What follows belongs to an exercise in optimizing a design on an open flow for small area; a production flow would make more cautious choices.
Function was checked by simulation only, so behaviour that the tests miss may differ from the original.
No activity file was given, so power comes from the tool's default toggle rates.

run A:
==> flow/design.v <==
`default_nettype none
package mips_prof_pkg;
    localparam logic [2:0] c_ST_IF = 3'd0;
    localparam logic [2:0] c_ST_ID = 3'd1;
    localparam int c_NUM_CLASS = 9;
    localparam int c_NUM_STBIN = 6;
    localparam logic [5:0] c_OP_RTYPE = 6'h00;
    localparam logic [5:0] c_OP_ADDI  = 6'h08;
    localparam logic [5:0] c_OP_ORI   = 6'h0d;
    localparam logic [5:0] c_OP_BEQ   = 6'h04;
    localparam logic [5:0] c_OP_J     = 6'h02;
    localparam logic [5:0] c_OP_LW    = 6'h23;
    localparam logic [5:0] c_OP_SW    = 6'h2b;
    localparam logic [5:0] c_FN_ADD   = 6'h20;
    function automatic logic [8:0] classify_oh(input logic [31:0] word);
        logic [8:0] oh;
        logic       rt;
        rt    = (word[31:26] == c_OP_RTYPE);
        oh[0] = rt && (word[5:0] == c_FN_ADD);
        oh[1] = rt && (word[5:0] != c_FN_ADD);
        oh[2] = (word[31:26] == c_OP_ADDI);
        oh[3] = (word[31:26] == c_OP_ORI);
        oh[4] = (word[31:26] == c_OP_BEQ);
        oh[5] = (word[31:26] == c_OP_J);
        oh[6] = (word[31:26] == c_OP_LW);
        oh[7] = (word[31:26] == c_OP_SW);
        oh[8] = ~|oh[7:0];
        classify_oh = oh;
    endfunction
    function automatic logic [3:0] classify(input logic [31:0] word);
        logic [3:0] cls;
        case (word[31:26])
            c_OP_RTYPE: cls = (word[5:0] == c_FN_ADD) ? 4'd0 : 4'd1;
            c_OP_ADDI:  cls = 4'd2;
            c_OP_ORI:   cls = 4'd3;
            c_OP_BEQ:   cls = 4'd4;
            c_OP_J:     cls = 4'd5;
            c_OP_LW:    cls = 4'd6;
            c_OP_SW:    cls = 4'd7;
            default:    cls = 4'd8;
        endcase
        classify = cls;
    endfunction
endpackage
`default_nettype wire
`default_nettype none
module prof_trace_fifo #(
    parameter int DEPTH  = 16,
    parameter int DATA_W = 40
) (
    input  logic                      clk,
    input  logic                      reset,
    input  logic                      clr,
    input  logic                      push,
    input  logic [DATA_W-1:0]         push_data,
    input  logic                      pop,
    output logic                      valid,
    output logic [DATA_W-1:0]         head_data,
    output logic [$clog2(DEPTH):0]    occupancy,
    output logic                      ovf
);
    localparam int c_AW = $clog2(DEPTH);
    logic [DATA_W-1:0] r_mem [DEPTH];
    logic [c_AW:0]     r_count;
    logic              r_ovf;
    logic w_empty;
    logic w_full;
    logic w_do_pop;
    logic w_do_push;
    logic [DEPTH-1:0] w_sel;
    assign w_empty   = (r_count == '0);
    assign w_full    = r_count[c_AW];
    assign w_do_pop  = pop && !w_empty;
    assign w_do_push = push && (!w_full || w_do_pop);
    always_ff @(posedge clk) begin
        if (w_do_push && !clr) begin
            r_mem[0] <= push_data;
            for (int i = 1; i < DEPTH; i++) r_mem[i] <= r_mem[i-1];
        end
    end
    always_ff @(posedge clk or negedge reset) begin
        if (!reset) begin
            r_count <= '0;
            r_ovf   <= 1'b0;
        end else if (clr) begin
            r_count <= '0;
            r_ovf   <= 1'b0;
        end else begin
            if (w_do_push && !w_do_pop) begin
                r_count <= r_count + 1'b1;
            end else if (w_do_pop && !w_do_push) begin
                r_count <= r_count - 1'b1;
            end
            if (push && !w_do_push) begin
                r_ovf <= 1'b1;
            end
        end
    end
    always_comb begin
        head_data = '0;
        for (int i = 0; i < DEPTH; i++) begin
            w_sel[i] = (r_count == (c_AW + 1)'(i + 1));
            head_data = head_data | ({DATA_W{w_sel[i]}} & r_mem[i]);
        end
    end
    assign valid     = !w_empty;
    assign occupancy = r_count;
    assign ovf       = r_ovf;
endmodule
`default_nettype wire
`default_nettype none
module mips_exec_profiler #(
    parameter int CNT_W       = 16,
    parameter int TRACE_DEPTH = 16,
    parameter int CYC_W       = 8
) (
    input  logic                  clk,
    input  logic                  reset,
    input  logic                  prof_en,
    input  logic                  prof_clr,
    input  logic [2:0]            uc_state,
    input  logic [31:0]           instr,
    input  logic [4:0]            rd_addr,
    output logic [CNT_W-1:0]      rd_data,
    input  logic                  trace_pop,
    output logic                  trace_valid,
    output logic [4+CYC_W+32-1:0] trace_data,
    output logic                  trace_ovf
);
    localparam int c_NCNT = mips_prof_pkg::c_NUM_CLASS + mips_prof_pkg::c_NUM_STBIN + 1;
    logic             r_prev_nif;    
    logic             r_armed;
    logic [31:0]      r_word;
    logic [CYC_W-1:0] r_cyc;
    logic [CNT_W-1:0] r_cnt [c_NCNT];
    logic [CNT_W-1:0] r_rd_data;
    logic             w_if_entry;
    logic             w_retire;
    logic             w_clr;
    logic [8:0]       w_cls_oh;
    logic [c_NCNT-1:0] w_inc;
    logic [CNT_W-1:0] w_status;
    logic [CNT_W-1:0] w_rd_mux;
    assign w_if_entry = (uc_state == mips_prof_pkg::c_ST_IF) && r_prev_nif;
    assign w_retire   = w_if_entry && r_armed && prof_en && !prof_clr;
    assign w_cls_oh   = mips_prof_pkg::classify_oh(r_word);
    assign w_clr      = prof_clr || !reset;
    always_ff @(posedge clk or negedge reset) begin
        if (!reset) begin
            r_prev_nif   <= 1'b0;
            r_armed      <= 1'b0;
            r_word       <= '0;
        end else begin
            r_prev_nif   <= (uc_state != mips_prof_pkg::c_ST_IF);
            if (prof_clr) begin
                r_armed <= 1'b0;
            end else if (w_if_entry) begin
                r_armed <= 1'b1;
            end
            if (uc_state == mips_prof_pkg::c_ST_ID) begin
                r_word <= instr;
            end
        end
    end
    always_ff @(posedge clk) begin
        if (w_if_entry) begin
            r_cyc <= CYC_W'(1);
        end else if (r_cyc != '1) begin
            r_cyc <= r_cyc + 1'b1;
        end
    end
    always_comb begin
        for (int i = 0; i < mips_prof_pkg::c_NUM_CLASS; i++) begin
            w_inc[i] = w_retire && w_cls_oh[i];
        end
        for (int i = 0; i < mips_prof_pkg::c_NUM_STBIN; i++) begin
            w_inc[mips_prof_pkg::c_NUM_CLASS + i] = prof_en &&
                ((i == 5) ? (uc_state > 3'd4) : (uc_state == 3'(i)));
        end
        w_inc[c_NCNT-1] = prof_en;
    end
    localparam int c_NCLS = mips_prof_pkg::c_NUM_CLASS;
    logic [CNT_W-1:0] w_cls_cur;
    logic [CNT_W-1:0] w_cls_nxt;
    logic             w_cls_sat;
    always_comb begin
        w_cls_cur = '0;
        for (int i = 0; i < c_NCLS; i++) begin
            w_cls_cur = w_cls_cur | ({CNT_W{w_cls_oh[i]}} & r_cnt[i]);
        end
    end
    assign w_cls_sat = &w_cls_cur;
    assign w_cls_nxt = w_clr ? '0 : w_cls_cur + 1'b1;
    for (genvar g = 0; g < c_NCLS; g++) begin : g_cls
        always_ff @(posedge clk) begin
            if (w_clr || (w_inc[g] && !w_cls_sat)) begin
                r_cnt[g] <= w_cls_nxt;
            end
        end
    end
    for (genvar g = c_NCLS; g < c_NCNT; g++) begin : g_cnt
        logic [CNT_W:0]   w_lo;
        logic             w_en;
        always_comb begin
            w_lo[0] = 1'b1;
            for (int i = 0; i < CNT_W; i++) w_lo[i+1] = w_lo[i] & r_cnt[g][i];
        end
        assign w_en = w_inc[g] & ~w_lo[CNT_W];
        always_ff @(posedge clk) begin
            if (w_clr) begin
                r_cnt[g] <= '0;
            end else begin
                r_cnt[g] <= r_cnt[g] ^ ({CNT_W{w_en}} & w_lo[CNT_W-1:0]);
            end
        end
    end
    localparam int c_OCC_W = $clog2(TRACE_DEPTH) + 1;
    logic [CYC_W+32-1:0] w_head;
    logic [c_OCC_W-1:0]  w_occ;
    logic [3:0]          w_head_cls;
    prof_trace_fifo #(
        .DEPTH  (TRACE_DEPTH),
        .DATA_W (CYC_W + 32)
    ) u_trace_fifo (
        .clk       (clk),
        .reset     (reset),
        .clr       (prof_clr),
        .push      (w_retire),
        .push_data ({r_cyc, r_word}),
        .pop       (trace_pop),
        .valid     (trace_valid),
        .head_data (w_head),
        .occupancy (w_occ),
        .ovf       (trace_ovf)
    );
    assign w_head_cls = trace_valid ? mips_prof_pkg::classify(w_head[31:0]) : 4'd0;
    assign trace_data = {w_head_cls, w_head};
    assign w_status   = CNT_W'({trace_ovf, w_occ});
    always_comb begin
        w_rd_mux = '0;
        for (int i = 0; i < c_NCNT; i++) begin
            w_rd_mux = w_rd_mux | ({CNT_W{rd_addr == 5'(i)}} & r_cnt[i]);
        end
        w_rd_mux = w_rd_mux | ({CNT_W{rd_addr == 5'd16}} & w_status);
    end
    always_ff @(posedge clk or negedge reset) begin
        if (!reset) begin
            r_rd_data <= '0;
        end else begin
            r_rd_data <= w_rd_mux;
        end
    end
    assign rd_data = r_rd_data;
endmodule
`default_nettype wire
clock: 6.0 ns
lec_check: 0
cap_margin: 20
core_margin: 2
core_utilization: 70
place_density: 0.85
slew_margin: 20
standard.sh (not shown) runs the stock make flow with config.mk's settings and CLKGATE_MAP_FILE= SYNTH_SCRIPT=/design/flow/synth_recipe.tcl, a recipe that flattens the netlist after the stock synthesis.
==> flow/flow/run.sh <==
#!/bin/bash
# The standard ORFS layout with three changes:
#  - synthesis maps logic with the area-oriented ABC script in
#    flow/abc_area.script (everything else in the synthesis is unchanged, so
#    the registers are the standard synthesis's);
#  - port buffers use the smallest buffer cell;
#  - clock tree synthesis builds larger sink clusters without dummy loads.
# Each tool's output goes to the ORFS logs under orfs/logs; the make output
# goes to standard.log in the work folder.
set -euo pipefail
cd "$(dirname "$0")/.."
W=$(pwd)

# ORFS's synth.tcl with the ABC script swapped, and the standard flow's synthesis script
# sourcing it.
sed "s#^source \$::env(SCRIPTS_DIR)/synth_preamble.tcl\$#&\nset abc_args [lreplace \$abc_args 1 1 $W/flow/abc_area.script]#" \
    "$FLOW_HOME/scripts/synth.tcl" > "$W/synth_abc.tcl"
grep -q "abc_area.script" "$W/synth_abc.tcl"
sed "s#\$::env(SCRIPTS_DIR)/synth.tcl#$W/synth_abc.tcl#" "$W/synth_recipe.tcl" > "$W/synth_recipe_abc.tcl"
grep -q "synth_abc.tcl" "$W/synth_recipe_abc.tcl"

bash standard.sh \
    "SYNTH_SCRIPT=$W/synth_recipe_abc.tcl" \
    "BUFFER_PORTS_ARGS=-buffer_cell sky130_fd_sc_hd__buf_1" \
    "CTS_ARGS=-sink_clustering_enable -repair_clock_nets -dont_use_dummy_load -buf_list sky130_fd_sc_hd__clkbuf_16 -sink_clustering_size 25 -sink_clustering_max_diameter 60" \
    finish > standard.log 2>&1
==> flow/flow/abc_area.script <==
strash
dc2
dch -f
amap
&get -n
&st
&dch
&nf
&put
topo
stime -c
dnsize -c
Having completed the whole flow, run A delivered a layout that passed the timing, design-rule and antenna checks.
Relative to run A, the following input files were edited for run B:
diff --git a/flow/flow/run.sh b/flow/flow/run.sh
--- a/flow/flow/run.sh
+++ b/flow/flow/run.sh
@@ -24,3 +24,3 @@
     "BUFFER_PORTS_ARGS=-buffer_cell sky130_fd_sc_hd__buf_1" \
-    "CTS_ARGS=-sink_clustering_enable -repair_clock_nets -dont_use_dummy_load -buf_list sky130_fd_sc_hd__clkbuf_16 -sink_clustering_size 25 -sink_clustering_max_diameter 60" \
+    "CTS_ARGS=-sink_clustering_enable -repair_clock_nets -dont_use_dummy_load -buf_list sky130_fd_sc_hd__clkbuf_16 -sink_clustering_size 30 -sink_clustering_max_diameter 70 -root_buf sky130_fd_sc_hd__clkbuf_8 -tree_buf sky130_fd_sc_hd__clkbuf_4" \
     finish > standard.log 2>&1
==> flow/flow/abc_area.script <==
strash
dc2
resub -K 8
dc2
dch -f
amap
&get -n
&st
&dch -f
&nf -R 1000
&put
strash
dch -f
amap
&get -n
&st
&dch -f
&nf -R 1000
&put
topo
stime -c
dnsize -c
## What came out
- Between run A and run B, the flow reports total power decreasing by a few percent.
- Run B ends up with lower number of buffers and inverters on the critical path than run A does.
- Relative to run A, utilization has decreased by 0.76 points in run B.
- Delta (run B minus run A): storage element area was more or less identical, global-route usage over all layers went down by 2.0 points, fraction of standard cell area in multi-input logic went down by 0.59 points, xor and xnor fraction of the mapped netlist area was more or less identical.
- Area of all placed cells without fillers: lower on run B
Input-level comparison between run C and run B:
- a change of CORE_UTILIZATION from 70 to 76
- a change of PLACE_DENSITY from 0.85 to 0.9
==> comparison <==
- No crash in run C: every stage finished, but the layout fails its final checks due to setup timing.
- Going from run B to run C, time the final worst path needs with I/O delays and setup grows by 270 ps.
- Maximum frequency, run B and run C, lower one = run C.
- Compared with run B, run C instantiates a smaller number of cells.
- Of run B and run C, the higher final cell area excluding filler cells belongs to run B.
- Delta(global-route wire length before repair, run C - run B) > 0
- Clock latency of the later-clocked register in the worst-skew pair, run B and run C: higher on run B
- For the post-route fraction of the period consumed by the critical path, run C came in 4.5 points higher than run B did.

afterwards: timing with drivers on the ports:
In the flow no input, the clock included, has a driving cell. The finished layouts below were timed again as built, in two steps. Step 1 (the two cells are an assumption about what drives the block):
set clk [get_ports {clk}]
set_driving_cell -lib_cell sky130_fd_sc_hd__clkbuf_16 $clk
set_driving_cell -lib_cell sky130_fd_sc_hd__buf_2 [delete_from_list [all_inputs] $clk]
Step 2 also shifts input and output timing later by t, the mid clock arrival at the registers, as if the neighbouring blocks saw the same clock. a / b / c = ideal / step 1 / step 2; a / b = the first two.
| run | t, ns | setup slack, ns | hold WS [ns] | clock arrival spread, ns | worst data-port slew with drivers (ns) |
|---|---|---|---|---|---|
| run A | 0.683 | 0.302 / 0.243 / 0.841 | 0.422 / 0.422 / 0.422 | 0.057 / 0.057 | 0.05 |
| run B | 0.769 | 0.216 / 0.157 / 0.926 | 0.413 / 0.391 / 0.413 | 0.117 / 0.117 | 0.11 |
| run C | 0.776 | -0.051 / -0.105 / 0.671 | 0.423 / 0.418 / 0.423 | 0.076 / 0.076 | 0.06 |
